Background: an optimization exercise with open tools, aiming at small area, a short achievable clock period and few clock cycles per item. Do not read the settings as production practice. At most, simulation tests tie the RTL to the original design; equivalence was not proved. No activity file was given, so power comes from the tool's default toggle rates.

Design vector_floating_point_divide_unit_iterative, start of the top module:
module vector_floating_point_divide_unit_iterative #(
  parameter int VLEN = 128,
  parameter int SEW  = 32
) (
  input  logic            clock,
  input  logic            reset,
  input  logic            flush,
  input  logic            in_valid,
  output logic            in_ready,
  input  logic            reverse,
  input  logic [VLEN-1:0] vs2,
  input  logic [VLEN-1:0] vs1,
  output logic            out_valid,
  input  logic            out_ready,
  output logic [VLEN-1:0] vd,
  output logic [4:0]      fflags
);
  localparam int NUM_LANES = VLEN / SEW;
  localparam int STEPS     = 13;
  if (SEW != 32) begin : g_sew_chk
    $error("vector divider supports SEW=32 only");
  end
  if (VLEN % 32 != 0) begin : g_vlen_chk
    $error("VLEN must be a multiple of 32");
  end
  logic       idle_q;
  logic       it_q;
  logic       fin_q;
  logic       fin1_q;     
  logic [3:0] cnt_q;
  logic       ov_q;
  logic       ready, accept, last, round_now, it_d, fin_d;
  assign ready     = idle_q | (fin_q & ~ov_q);
  assign in_ready  = ready;
  assign out_valid = ov_q;
  assign accept    = ready & in_valid & ~flush;
  assign last      = (cnt_q == 4'(STEPS - 1));
  ...
clock: 5.5 ns
lec_check: 0
cap_margin: 20
core_margin: 2
core_utilization: 50
cts_cluster_diameter: 80
cts_cluster_size: 20
setup_slack_margin: 2.2
slew_margin: 20
tns_end_percent: 0
standard.sh (not shown) runs the stock make flow with config.mk's settings and CLKGATE_MAP_FILE= SYNTH_SCRIPT=/design/flow/synth_recipe.tcl, a recipe that flattens the netlist after the stock synthesis.
==> flow/flow/run.sh <==
#!/bin/bash
set -o pipefail
cp standard.sh standard_sh.txt
export BUFFER_PORTS_ARGS="-buffer_cell sky130_fd_sc_hd__buf_1"
bash standard.sh > standard.log 2>&1
Testbench counts at the start, summed over its fixed seeds: cycles 26,904, items 1,920.
Edit:
SETUP_SLACK_MARGIN = 1.8   (was 2.2)
Outcome:
- fmax climbs by 1.6%
- power increases by 0.68%
- area after synthesis stays the same
- sequential share of layout area falls by 0.14 points
- worst setup slack improves by 60 ps
- wire length is higher by 0.34%
- final cell count stays flat
- global-route usage falls by 0.23 points
- final area rises by 0.45%
Edit:
SETUP_SLACK_MARGIN = 2.0   (was 1.8)
What happened: Cell area rose by 1.4%. Routed wire length came out higher by 1.2%. Global-route usage is higher by 0.13 points. Final cell count goes up by 0.52%. Worst setup slack gains 98 ps. Total power rose by 5.0%. Non-clock buffer count went up by 34. Clock power hardly moves. Sequential share of layout area came out lower by 0.41 points.
Edit:
CTS_CLUSTER_DIAMETER = unset   (was 80)
CTS_CLUSTER_SIZE = unset   (was 20)
Clock-buffer cell count increases by 53; combinational power is lower by about 7%; clock power goes up by 29%; die area stays the same; critical path depth came out higher by 2; maximum frequency came out lower by 0.82%; total power came out lower by 1.3%; design area is about the same.


Setup of try-sierra:
Another version of the RTL of vector_floating_point_divide_unit_iterative (not shown whole).
Size: ~5100 cells after synthesis.
Settings: LEC_CHECK=0, CAP_MARGIN=20, CORE_MARGIN=2, CORE_UTILIZATION=40, SETUP_SLACK_MARGIN=1.5, SLEW_MARGIN=20, TNS_END_PERCENT=0; clock period 5.5 ns.
Scripts as last shown in full above: flow/flow/run.sh
### try-sierra -> try-juniper
- a change of SETUP_SLACK_MARGIN from 1.5 to 2.0
Results
Taking try-sierra as the reference, in try-juniper fill cell total of the finished layout has decreased, buffering overhead now sits higher, number of cells on the critical path +2.
Input changes introduced in try-maple (baseline for comparison: try-juniper):
- TNS_END_PERCENT removed (was 0)
- SETUP_SLACK_MARGIN changed from 2.0 to 1.3
[summary]
try-juniper finished every stage and its layout cleared the timing, design-rule and antenna checks.
try-maple has completed all stages; timing, DRC and antenna checks passed.
Re share of final layout cell area taken by clock buffers and inverters: try-maple is 0.46 points up on try-juniper.
Lower worst slack after detailed placement goes to try-juniper over try-maple.
Final area (higher): try-juniper
Summary of try-maple over try-juniper: sequential cell count ~0 delta, count of non-CTS buffers in the layout went down about 15%, sequential power now smaller.
The following lists how try-onyx was set up differently from try-maple:
- swapping 1.3 for 1.5 in SETUP_SLACK_MARGIN
### Flow results
try-onyx | stages: all done | timing, DRC, antenna: all pass
The clock period minus worst slack of try-onyx is lower than that of try-maple.
Of the two candidates, try-maple has the worse worst setup slack and try-onyx the better one.
Delta(all-layer global routing usage, try-onyx - try-maple) > 0
On maximum clock skew at final layout, the lower figure sits with try-onyx, not try-maple.
From try-maple to try-onyx the numbers moved as follows: area added between synthesis and finish grew by 2.0 points; number of cells in the finished layout apart from fillers grew by 42; final-layout fill cell count held steady.
On worst hold slack, the higher figure sits with try-maple, not try-onyx.
Looking only at fmax, and setting everything else aside, the lower value of try-maple and try-onyx goes to try-maple.
No functional check of the RTL was part of any run of this note.


Setup of run 1:
vector_floating_point_divide_unit_iterative with an RTL version that a note above also has.
Size in the first run: roughly 5000 cells after synthesis, about 640 flip-flops, ~47000 um2 of cells after synthesis.
==> flow/config.mk <==
export PLATFORM = sky130hd
export DESIGN_NAME = vector_floating_point_divide_unit_iterative
export DESIGN_NICKNAME = vector_floating_point_divide_unit_iterative
export VERILOG_FILES = /design/flow/design.v
export SDC_FILE = /design/flow/constraint.sdc
export NUM_CORES = 4
export LEC_CHECK = 0
export CAP_MARGIN = 20
export CORE_MARGIN = 2
export CORE_UTILIZATION = 45
export CTS_CLUSTER_DIAMETER = 80
export CTS_CLUSTER_SIZE = 20
export SETUP_SLACK_MARGIN = 2.0
export SLEW_MARGIN = 20
export TNS_END_PERCENT = 0
==> flow/constraint.sdc <==
create_clock -name core_clock -period 5.5 [get_ports {clock}]
set_input_delay 1.1000 -clock core_clock [delete_from_list [all_inputs] [get_ports {clock}]]
set_output_delay 1.1000 -clock core_clock [all_outputs]
set_load 0.01 [all_outputs]
Scripts as last shown in full above: flow/flow/run.sh
Testbench counts of run 1, summed over its fixed seeds: cycles 26,904, items 1,920.
[inputs] run 2 vs run 1
Settings: CTS_CLUSTER_SIZE no longer set, was 20; CORE_UTILIZATION now 58, was 45; CTS_CLUSTER_DIAMETER no longer set, was 80.
Notes after the runs:
Between run 2 and run 1, the critical path depth is higher for run 2.
Going from run 1 to run 2, setup slack after layout shrinks by 60 ps.
Reported for run 2 and run 1, synthesized-area fraction occupied by ao, oa, aoi and oai cells turned out identical to the last digit.
Run 2 -> run 1: area fraction in and, or, nand and nor cells after synthesis delta 0, exact match
Summary: with run 1 as the reference, fmax in run 2 moved down slightly.
Worst-skew pair later-pin latency | run 2 below run 1
As far as area after synthesis goes, run 1 and run 2 are indistinguishable; the numbers are identical.
For run 3, these inputs were changed with respect to run 2:
Settings: CTS_CLUSTER_DIAMETER: unset -> 80; CORE_UTILIZATION: 58 -> 50; CTS_CLUSTER_SIZE: unset -> 20; SETUP_SLACK_MARGIN: 2.0 -> 2.4.
==> notes.md <==
Across run 2 and run 3, the outcome is the same: a clean finish for every run.
~same insertion delay to the later sink of the worst-skew pair in run 2 and run 3
Delta (run 3 minus run 2): via count went down by 759; placed wire-length estimate went up by 3.1%; total of plain and repair buffers excluding clock buffers went down by about 0.7%; global routing usage on met3 went down by 0.38 points; clock period minus worst slack went down by 32 ps.
According to the power report, total power for run 3 is lower than for run 2.
In the metrics for run 2 and run 3, the one carrying the higher final critical-path share of the clock period is run 2.
Sort run 2 and run 3 by number of cells on the worst reg-to-reg path, ascending, and run 2 comes first.
| summed negative setup slack over all endpoints | run 3 vs run 2 | ≈ equal |
In run 3, the sequential portion of the cell area came out 0.24 points above the value in run 2.
Input-level comparison between run 4 and run 3:
Settings: changing CTS_CLUSTER_SIZE from 20 to 16; changing CTS_CLUSTER_DIAMETER from 80 to 70; changing SETUP_SLACK_MARGIN from 2.4 to 2.0.
### Flow results
Run 4 vs. run 3: non-clock buffer count fell by 7; sequential share of layout area now sits at about the same level; wire length per cell dropped 0.21 um; design area fell by 0.31%.
Modified inputs, run 5 compared to run 4
Settings: CTS_CLUSTER_DIAMETER: 70 -> 100; CTS_CLUSTER_SIZE: 16 -> 30.
==> comparison <==
- Summary: cell area, run 5 better than run 4
- Total power: run 5 vs run 4 down about 2.6%
- From run 4 to run 5 the numbers moved as follows: power spent charging and discharging nets now smaller, post-route clock period utilization now larger.
- Compared with run 4, run 5 shows layout-stage area growth over the synthesis result lower by 0.80 points.
- Run 5 has less setup slack than run 4.
- Run 5 ended up with sky130_fd_sc_hd__or3_4 as its critical path's slowest cell; run 4 ended up with sky130_fd_sc_hd__fa_1.

[port drivers added, routing unchanged]
How much do the figures lean on ideal ports? The routed layouts below were timed once more, with nothing changed but the port constraints.
Step 1 sets driving cells, clkbuf_16 on the clock port and buf_2 on the other inputs (assumed; they add their load-dependent delay and slew).
Step 2 times the ports against the registers' clock, not the clock port: input delays grow and output delays shrink by t, the midpoint of the rising clock arrivals with the driver on.
Three values: ideal, step 1, step 2; two values: the first two.
| run | t, ns | slack for setup (ns) | worst setup path at the end | worst register clock-pin slew, ns |
|---|---|---|---|---|
| the first run of note 1 | 0.714 | 1.640 / 1.640 / 1.140 | input to register | 0.09 / 0.09 |
| the second run of note 1 | 0.701 | 1.700 / 1.700 / 1.128 | input to register | 0.09 / 0.09 |
| the third run of note 1 | 0.704 | 1.798 / 1.798 / 1.211 | input to register | 0.09 / 0.09 |
| the fourth run of note 1 | 0.703 | 1.767 / 1.767 / 1.195 | input to register | 0.06 / 0.06 |
| try-sierra | 0.714 | 1.455 / 1.455 / 0.991 | input to register | 0.06 / 0.06 |
| try-juniper | 0.712 | 1.695 / 1.695 / 0.992 | input to register | 0.07 / 0.07 |
| try-maple | 0.724 | 1.455 / 1.455 / 0.832 | input to register | 0.06 / 0.06 |
| try-onyx | 0.727 | 1.604 / 1.604 / 0.984 | input to register | 0.06 / 0.06 |
| run 1 | 0.717 | 1.751 / 1.751 / 1.195 | input to register | 0.09 / 0.09 |
| run 2 | 0.680 | 1.691 / 1.691 / 1.230 | input to register | 0.06 / 0.06 |
| run 3 | 0.688 | 1.723 / 1.723 / 1.163 | input to register | 0.09 / 0.09 |
| run 4 | 0.730 | 1.782 / 1.782 / 1.170 | input to register | 0.08 / 0.08 |
| run 5 | 0.673 | 1.760 / 1.760 / 1.187 | input to register | 0.12 / 0.12 |
After both steps setup and hold are still met in every run listed. The setup slack of try-juniper, which loses most, moves by 0.000 ns with the drivers and by -0.703 ns with both steps.
